Context: an optimization exercise on an open-source flow, tuned for a short achievable clock period and few clock cycles per item. The choices shown serve that exercise and are no tape-out recipe. Function was checked by simulation only, so behaviour that the tests miss may differ from the original. Power is estimated from default activity; no workload was simulated.

==> build 85: inputs <==
==> flow/design.v <==
`timescale 1ns / 1ps
package nsbd_pkg;
	localparam int unsigned IdW  = 32;
	localparam int unsigned DegW = 32;
	typedef logic [IdW-1:0]  id_t;
	typedef logic [DegW-1:0] deg_t;
	typedef struct packed {
		id_t  id;
		deg_t degree;
	} pair_t;
	typedef struct packed {
		logic  ins;       
		logic  shl;       
		pair_t new_pair;
	} cell_ctrl_t;
endpackage
`timescale 1ns / 1ps
module nsbd_cell (
	input  logic                                  clk,
	input  logic                                  take,
	input  logic                                  left_take,
	input  logic [nsbd_pkg::IdW+nsbd_pkg::DegW-1:0] left_pair,
	input  logic [nsbd_pkg::IdW+nsbd_pkg::DegW-1:0] new_pair,
	output logic [nsbd_pkg::IdW+nsbd_pkg::DegW-1:0] pair
);
	always_ff @(posedge clk) begin
		if (take) begin
			pair <= left_take ? left_pair : new_pair;
		end
	end
endmodule
`timescale 1ns / 1ps
module neighbor_sort_by_degree #(
	parameter int unsigned MAX_ENTRIES = 32,
	parameter int unsigned GRAN        = 8,
	parameter int unsigned NGRAN       = 8
) (
	input  logic        clk,
	input  logic        arst_n,
	input  logic        nbr_valid,
	output logic        nbr_ready,
	input  logic [31:0] nbr_vertex_id,
	input  logic [31:0] nbr_degree,
	input  logic        nbr_last,
	output logic        sorted_valid,
	input  logic        sorted_ready,
	output logic [31:0] sorted_id,
	output logic [31:0] sorted_degree,
	output logic        sorted_end_of_list,
	output logic        sorted_overflow
);
	localparam int unsigned D    = MAX_ENTRIES;
	localparam int unsigned DW   = nsbd_pkg::IdW + nsbd_pkg::DegW;
	localparam int unsigned NSEG = D / GRAN;                    
	localparam int unsigned CW   = $clog2(D + 1);
	logic            ready_q;
	logic            ready_p;     
	logic            in_v_q;
	logic [31:0]     in_id_q;
	logic [31:0]     in_deg_q;
	logic            in_last_q;
	logic [CW-1:0]   in_cnt_q;    
	logic [NSEG-1:0] nd_oh;       
	logic            acc;
	logic            acc_last;
	assign acc      = nbr_valid && ready_q;
	assign acc_last = acc && nbr_last;
	always_comb begin
		nd_oh = '0;
		for (int k = 0; k < NSEG; k++) begin
			if (in_cnt_q >= CW'(D)) nd_oh[k] = (k == NSEG - 1);
			else                    nd_oh[k] = (32'(in_cnt_q) / GRAN == k);
		end
	end
	always_ff @(posedge clk) begin
		in_id_q   <= nbr_vertex_id;
		in_deg_q  <= nbr_degree;
		in_last_q <= nbr_last;
	end
	function automatic logic [2:0] cmp_half(input logic [31:0] a, input logic [31:0] b);
		cmp_half = {a[31:16] > b[31:16], a[31:16] == b[31:16], a[15:0] >= b[15:0]};
	endfunction
	logic [D*DW-1:0] s_pair;       
	logic [D-1:0]    s_val;        
	logic [D-1:0]    s_val_n;
	logic [NSEG-1:0] hd_q;         
	logic [NSEG-1:0] hd_nx;        
	logic [NSEG-1:0] ihd;          
	logic [NSEG-1:0] segv;         
	logic            s_ovf_q;      
	logic            done_q;       
	logic            done_n;
	logic            s2_v;
	logic [31:0]     s2_id;
	logic [31:0]     s2_deg;
	logic            s2_last;
	logic            ins;          
	logic [D-1:0]    en_q;         
	logic [D-1:0]    lt;           
	logic            ins_n;
	logic            copy;         
	logic [D-1:0]    c;
	logic            e;
	logic [D-1:0]    ge_n;
	for (genvar p = 0; p < NSEG; p++) begin : g_segv
		localparam int unsigned PP = (p == 0) ? NSEG - 1 : p - 1;
		assign segv[p]  = s_val[p*GRAN];
		assign hd_nx[p] = (&segv) ? hd_q[p] : (segv[PP] && !segv[p]);
	end
	assign ihd = copy ? hd_nx : hd_q;
	for (genvar i = 0; i < D; i++) begin : g_lt
		localparam int unsigned IP = (i == 0) ? D - 1 : i - 1;
		if (i % GRAN == 0) begin : g_seg_first
			assign lt[i] = en_q[IP] && !ihd[i/GRAN];
		end else begin : g_seg_rest
			assign lt[i] = en_q[IP];
		end
	end
	logic [3*D-1:0] pc_q;         
	logic           e_q;          
	logic [2:0]     pz;           
	logic [3*D-1:0] pc_n;
	assign pz = cmp_half(s2_deg, nbr_degree);
	for (genvar i = 0; i < D; i++) begin : g_pc
		localparam int unsigned IP = (i == 0) ? D - 1 : i - 1;
		logic [2:0] pb;
		logic [2:0] pl;
		assign pb = cmp_half(s_pair[i*DW +: 32], nbr_degree);
		assign pl = cmp_half(s_pair[IP*DW +: 32], nbr_degree);
		assign pc_n[3*i +: 3] = lt[i] ? pl : en_q[i] ? pz : pb;
	end
	always_ff @(posedge clk) begin
		pc_q <= pc_n;
		e_q  <= (in_deg_q >= nbr_degree);
	end
	for (genvar i = 0; i < D; i++) begin : g_cmp
		assign c[i] = s_val[i] && !done_q && (pc_q[3*i+2] || (pc_q[3*i+1] && pc_q[3*i]));
	end
	assign e = e_q;
	always_comb begin
		if (s2_v && s2_last) begin
			ge_n = '0;                
		end else begin
			for (int i = 0; i < D; i++) begin
				if (lt[i])         ge_n[i] = c[(i + D - 1) % D];
				else if (en_q[i])  ge_n[i] = e;
				else               ge_n[i] = c[i];
			end
		end
	end
	always_ff @(posedge clk) begin
		s2_id   <= in_id_q;
		s2_deg  <= in_deg_q;
		s2_last <= in_last_q;
	end
	for (genvar i = 0; i < D; i++) begin : g_cell
		localparam int unsigned IP = (i == 0) ? D - 1 : i - 1;
		nsbd_cell u_cell (
			.clk       (clk),
			.take      (en_q[i]),
			.left_take (lt[i]),
			.left_pair (s_pair[IP*DW +: DW]),
			.new_pair  ({s2_id, s2_deg}),
			.pair      (s_pair[i*DW +: DW])
		);
		assign s_val_n[i] = copy ? (en_q[i] && !lt[i])
		                         : (s_val[i] || (en_q[i] && (!lt[i] || s_val[IP])));
	end
	assign done_n = copy ? (s2_v && s2_last) : (done_q || (s2_v && s2_last));
	assign ins_n  = in_v_q && !((&s_val_n) && !done_n);
	logic [NSEG-1:0] seg_eol;
	for (genvar p = 0; p < NSEG; p++) begin : g_seol
		localparam int unsigned PN = (p == NSEG - 1) ? 0 : p + 1;
		assign seg_eol[p] = !segv[PN] || hd_q[PN];
	end
	logic [NGRAN*GRAN-1:0]   g_valv;    
	logic [NGRAN-1:0]        g_ovf;
	logic [NGRAN-1:0]        g_eol;     
	logic [NGRAN*DW-1:0]     g_head;    
	logic [NGRAN-1:0]        wp_q;
	logic [NGRAN-1:0]        rp_q;
	logic [NGRAN-1:0]        rpd_q;     
	logic [NGRAN-1:0]        wp_n;
	logic [NGRAN-1:0]        rp_n;
	logic [NGRAN-1:0]        rpd_n;
	logic                    copy_n;
	localparam int unsigned NPR = GRAN / 2;    
	logic [NGRAN-1:0]        ld_q;      
	logic [NGRAN-1:0]        sh_q;      
	logic [NGRAN*NPR-1:0]    ldp_q;     
	logic [NGRAN*NPR-1:0]    shp_q;     
	logic                    adv_q;     
	logic                    adv_n;
	logic                    rd1;       
	logic                    gfin;      
	logic                    gfin_q;
	logic [DW+1:0]           hd;        
	logic [NGRAN-1:0]        rd0_n;     
	logic [NSEG-1:0]         segv_n;
	logic                    out_v;
	logic                    out_vp;    
	logic                    skid_v;
	logic                    skid_v_n;
	logic [DW+1:0]           out_q;     
	logic [DW+1:0]           out_h;     
	logic [DW+1:0]           out_nx;
	logic [DW+1:0]           skid_q;
	for (genvar p = 0; p < NSEG; p++) begin : g_segvn
		assign segv_n[p] = s_val_n[p*GRAN];
	end
	always_comb begin
		rd1 = 1'b0;
		hd  = '0;
		for (int g = 0; g < NGRAN; g++) begin
			rd1 = rd1 | (rp_q[g] & g_valv[g*GRAN+1]);
			hd  = hd | ({(DW+2){rpd_q[g]}} & {g_eol[g] & !g_valv[g*GRAN+1], g_ovf[g], g_head[g*DW +: DW]});
		end
	end
	assign gfin = adv_q && !rd1;
	for (genvar g = 0; g < NGRAN; g++) begin : g_ptr
		localparam int unsigned GP = (g == 0) ? NGRAN - 1 : g - 1;
		assign wp_n[g]  = copy ? (ld_q[GP] && !ld_q[g]) : wp_q[g];
		assign rp_n[g]  = gfin ? rp_q[GP] : rp_q[g];
		assign rpd_n[g] = gfin ? rpd_q[GP] : rpd_q[g];
	end
	assign skid_v_n = out_v && !sorted_ready && (skid_v || adv_q);
	for (genvar g = 0; g < NGRAN; g++) begin : g_gran
		localparam int unsigned P = g % NSEG;
		logic [GRAN*DW-1:0] pair;
		logic [GRAN-1:0]    val;
		logic [GRAN-1:0]    val_n;
		logic               ovf;
		logic               eol;
		logic               win_n;    
		assign g_head[g*DW +: DW]     = pair[DW-1:0];
		assign g_valv[g*GRAN +: GRAN] = val;
		assign g_ovf[g] = ovf;
		assign g_eol[g] = eol;
		assign val_n = ld_q[g] ? s_val[P*GRAN +: GRAN] : sh_q[g] ? {1'b0, val[GRAN-1:1]} : val;
		assign rd0_n[g] = val_n[0];
		always_comb begin
			win_n = 1'b0;
			for (int o = 0; o < NSEG; o++) begin
				win_n = win_n | wp_n[(g + NGRAN - o) % NGRAN];
			end
		end
		always_ff @(posedge clk) begin
			if (ld_q[g]) begin
				ovf  <= s_ovf_q;
				eol  <= seg_eol[P];
			end
		end
		for (genvar k = 0; k < NPR; k++) begin : g_pr
			logic [2*DW-1:0] upper;    
			if (k == NPR - 1) begin : g_top
				assign upper = {{DW{1'b0}}, pair[(2*k+1)*DW +: DW]};
			end else begin : g_mid
				assign upper = pair[(2*k+1)*DW +: 2*DW];
			end
			always_ff @(posedge clk) begin
				if (ldp_q[g*NPR+k]) begin
					pair[2*k*DW +: 2*DW] <= s_pair[(P*GRAN+2*k)*DW +: 2*DW];
				end else if (shp_q[g*NPR+k]) begin
					pair[2*k*DW +: 2*DW] <= upper;
				end
			end
			always_ff @(posedge clk or negedge arst_n) begin
				if (!arst_n) begin
					ldp_q[g*NPR+k] <= 1'b0;
					shp_q[g*NPR+k] <= 1'b0;
				end else begin
					ldp_q[g*NPR+k] <= copy_n && win_n && s_val_n[P*GRAN+2*k];
					shp_q[g*NPR+k] <= val_n[0] && !skid_v_n && rp_n[g] && val_n[2*k+1];
				end
			end
		end
		always_ff @(posedge clk or negedge arst_n) begin
			if (!arst_n) begin
				val     <= '0;
				ld_q[g] <= 1'b0;
				sh_q[g] <= 1'b0;
			end else begin
				val     <= val_n;
				ld_q[g] <= copy_n && win_n && segv_n[P];
				sh_q[g] <= val_n[0] && !skid_v_n && rp_n[g];
			end
		end
	end
	assign adv_n = |(rd0_n & rp_n) && !skid_v_n;
	localparam int unsigned TT = NGRAN + NSEG + 1;
	logic [TT-1:0] tot_q;
	logic [TT-1:0] tot_f;    
	logic [TT-1:0] tot_a;    
	logic [TT-1:0] tot_n;
	logic [3:0]    lf_q;
	logic [3:0]    lf_c;
	logic [3:0]    lf_n;
	logic          fits_n;
	assign tot_f = gfin_q ? {1'b0, tot_q[TT-1:1]} : tot_q;
	always_comb begin
		tot_a = '0;
		for (int i = 0; i < TT; i++) begin
			for (int k = 0; k < NSEG; k++) begin
				if (nd_oh[k]) tot_a[i] = tot_a[i] | ((i <= k) ? 1'b1 : tot_f[i-k-1]);
			end
		end
	end
	assign tot_n  = acc_last ? tot_a : tot_f;
	assign fits_n = !tot_n[NGRAN];
	assign lf_c   = copy ? {1'b0, lf_q[3:1]} : lf_q;
	assign lf_n   = acc_last ? {lf_c[2:0], 1'b1} : lf_c;
	assign copy_n = done_n && (fits_n || lf_n[1]);
	logic          fits_p;
	assign fits_p = !((nbr_valid && ready_p && nbr_last) ? tot_a[NGRAN] : tot_f[NGRAN]);
	always_ff @(posedge clk or negedge arst_n) begin
		if (!arst_n) begin
			ready_q  <= 1'b0;
			ready_p  <= 1'b0;
			in_v_q   <= 1'b0;
			in_cnt_q <= '0;
			s2_v     <= 1'b0;
			ins      <= 1'b0;
			en_q     <= '0;
			s_val    <= '0;
			hd_q     <= NSEG'(1);
			s_ovf_q  <= 1'b0;
			done_q   <= 1'b0;
			copy     <= 1'b0;
			adv_q    <= 1'b0;
			gfin_q   <= 1'b0;
			tot_q    <= '0;
			lf_q     <= '0;
			wp_q     <= NGRAN'(1);
			rp_q     <= NGRAN'(1);
			rpd_q    <= NGRAN'(1);
		end else begin
			ready_q <= fits_n;
			ready_p <= fits_p;
			in_v_q  <= acc;
			if (acc) begin
				in_cnt_q <= nbr_last ? '0 : (in_cnt_q >= CW'(D)) ? in_cnt_q : in_cnt_q + CW'(1);
			end
			s2_v    <= in_v_q;
			ins     <= ins_n;
			en_q    <= ins_n ? ~ge_n : '0;
			s_val   <= s_val_n;
			hd_q    <= ihd;
			done_q  <= done_n;
			copy    <= copy_n;
			adv_q   <= adv_n;
			gfin_q  <= gfin;
			tot_q   <= tot_n;
			lf_q    <= lf_n;
			wp_q    <= wp_n;
			rp_q    <= rp_n;
			rpd_q   <= rpd_n;
			if (copy) begin
				s_ovf_q <= 1'b0;
			end else if (s2_v && !ins) begin
				s_ovf_q <= 1'b1;
			end
		end
	end
	always_ff @(posedge clk or negedge arst_n) begin
		if (!arst_n) begin
			out_v  <= 1'b0;
			out_vp <= 1'b0;
			skid_v <= 1'b0;
		end else begin
			out_v  <= skid_v || adv_q || (out_v && !sorted_ready);
			out_vp <= skid_v || adv_q || (out_vp && !sorted_ready);
			skid_v <= skid_v_n;
		end
	end
	assign out_nx = (!out_v || sorted_ready) ? (skid_v ? skid_q : hd) : out_h;
	always_ff @(posedge clk or negedge arst_n) begin
		if (!arst_n) begin
			out_h <= '0;
		end else begin
			out_h <= out_nx;
		end
	end
	always_ff @(posedge clk) begin
		out_q <= out_nx;
		if (out_v && !sorted_ready && adv_q) begin
			skid_q <= hd;
		end
	end
	assign nbr_ready          = ready_p;
	assign sorted_valid       = out_vp;
	assign sorted_end_of_list = out_q[DW+1];
	assign sorted_overflow    = out_q[DW];
	assign sorted_id          = out_q[DW-1:32];
	assign sorted_degree      = out_q[31:0];
endmodule
==> flow/run.sh <==
#!/bin/bash
# synth_recipe.tcl (not shown) runs the flow's synth.tcl, then flattens the netlist and writes it again
# the make line also repeats each setting of config.mk as NAME=value (left out here)
make -C /OpenROAD-flow-scripts/flow DESIGN_CONFIG=/design/flow/config.mk WORK_HOME=/design/flow/orfs CLKGATE_MAP_FILE= SYNTH_SCRIPT=/design/flow/synth_recipe.tcl finish
==> flow/config.mk <==
export PLATFORM = sky130hd
export DESIGN_NAME = neighbor_sort_by_degree
export DESIGN_NICKNAME = neighbor_sort_by_degree
export VERILOG_FILES = /design/flow/design.v
export SDC_FILE = /design/flow/constraint.sdc
export NUM_CORES = 4
export LEC_CHECK = 0
export CAP_MARGIN = 20
export CORE_MARGIN = 2
export CORE_UTILIZATION = 70
export CTS_CLUSTER_DIAMETER = 60
export CTS_CLUSTER_SIZE = 30
export SETUP_SLACK_MARGIN = 3.3
export SLEW_MARGIN = 20
export TNS_END_PERCENT = 100
==> flow/constraint.sdc <==
create_clock -name core_clock -period 6.0 [get_ports {clk}]
set_input_delay 1.2000 -clock core_clock [delete_from_list [all_inputs] [get_ports {clk}]]
set_output_delay 1.2000 -clock core_clock [all_outputs]
set_load 0.01 [all_outputs]
==> trial 4: changes against build 85 <==
--- a/flow/config.mk
+++ b/flow/config.mk
@@ -8,5 +8,5 @@
 export CAP_MARGIN = 20
 export CORE_MARGIN = 2
-export CORE_UTILIZATION = 70
+export CORE_UTILIZATION = 75
 export CTS_CLUSTER_DIAMETER = 60
 export CTS_CLUSTER_SIZE = 30
==> summary.txt <==
Against trial 4, the cell area of build 85 is higher by 0.36%.
Sequential power is about the same in trial 4 and build 85.
In fmax, build 85 and trial 4 hardly differ.
Between build 85 and trial 4, the lower register-to-register slack is in trial 4 (gap 0.04 ns).
Via count: build 85 is smaller than trial 4 (2.0%).
Between build 85 and trial 4, the lower core utilization is in build 85 (gap 5.2 points).
Between build 85 and trial 4, the lower clock power is in trial 4 (gap 5.8%, measured against trial 4).
Synthesized area is the same in trial 4 and build 85.
Of trial 4 and build 85, build 85 has the higher die area (gap 6.6%, measured against build 85).
==> figures <==
| item | build 85 | trial 4 |
|---|---|---|
| Result of the run | finished clean | finished clean |
| Antenna diode count | 43 | 39 |
| Vias in the first global route | 177k | 181k |
| Via-to-Cell Ratio | 7.25 | 7.49 |
| Share of the core filled with cells in the final layout | 77.7% | 82.9% |
| Critical path endpoint category | output pin | flop |
| Layout buffer count excluding clock buffers | 734 | 779 |
| Peak supply drop | 0.000404 V | 0.000339 V |
| Share of power burned in registers | 53.1% | 54.0% |
| Share of final layout cell area taken by clock buffers and inverters | 5.52% | 5.20% |
| Startpoint of the worst-slack reg-to-reg timing path | rpd_q[5] | out_v |
| Final Worst Setup Slack | 3.12 ns | 3.12 ns |
| Reg2reg path depth | 6 | 3 |
| DIE WIDTH | 665 um | 643 um |
| Internal Power | 81.8 mW | 79.1 mW |
| CP Capture Point | sorted_degree[25] | skid_q[0] |
| Period minus WS final | 2.88 ns | 2.88 ns |
| Tap cells | 5734 | 5428 |
| Critical path required time | 4.80 ns | 6.72 ns |
Testbench counts of build 85, summed over its fixed seeds: cycles 6,912, items 6,624.
Testbench counts of trial 4, summed over its fixed seeds: cycles 6,912, items 6,624.

## separate check: timing with driven ports
No port has a modelled driver above. Below, the same layouts with a new extraction and two added sets of constraints.
Step 1, drivers: a clkbuf_16 drives clk and a buf_2 each remaining input, both assumed.
Step 2 also shifts input and output timing later by t, the mid clock arrival at the registers, as if the neighbouring blocks saw the same clock.
Three values: no drivers, after step 1, after step 2; two values: the first two.
| run | t, ns | setup slack, ns | hold WS [ns] | worst setup path after step 2 |
|---|---|---|---|---|
| build 85 | 1.200 | 3.122 / 2.983 / 1.782 | 0.166 / 0.092 / 0.305 | input to register |
| trial 4 | 1.227 | 3.123 / 3.012 / 1.786 | 0.053 / -0.019 / 0.332 | input to register |
After both steps setup and hold are still met in every run listed. The setup slack of build 85, which loses most, moves by -0.139 ns with the drivers and by -1.340 ns with both steps.
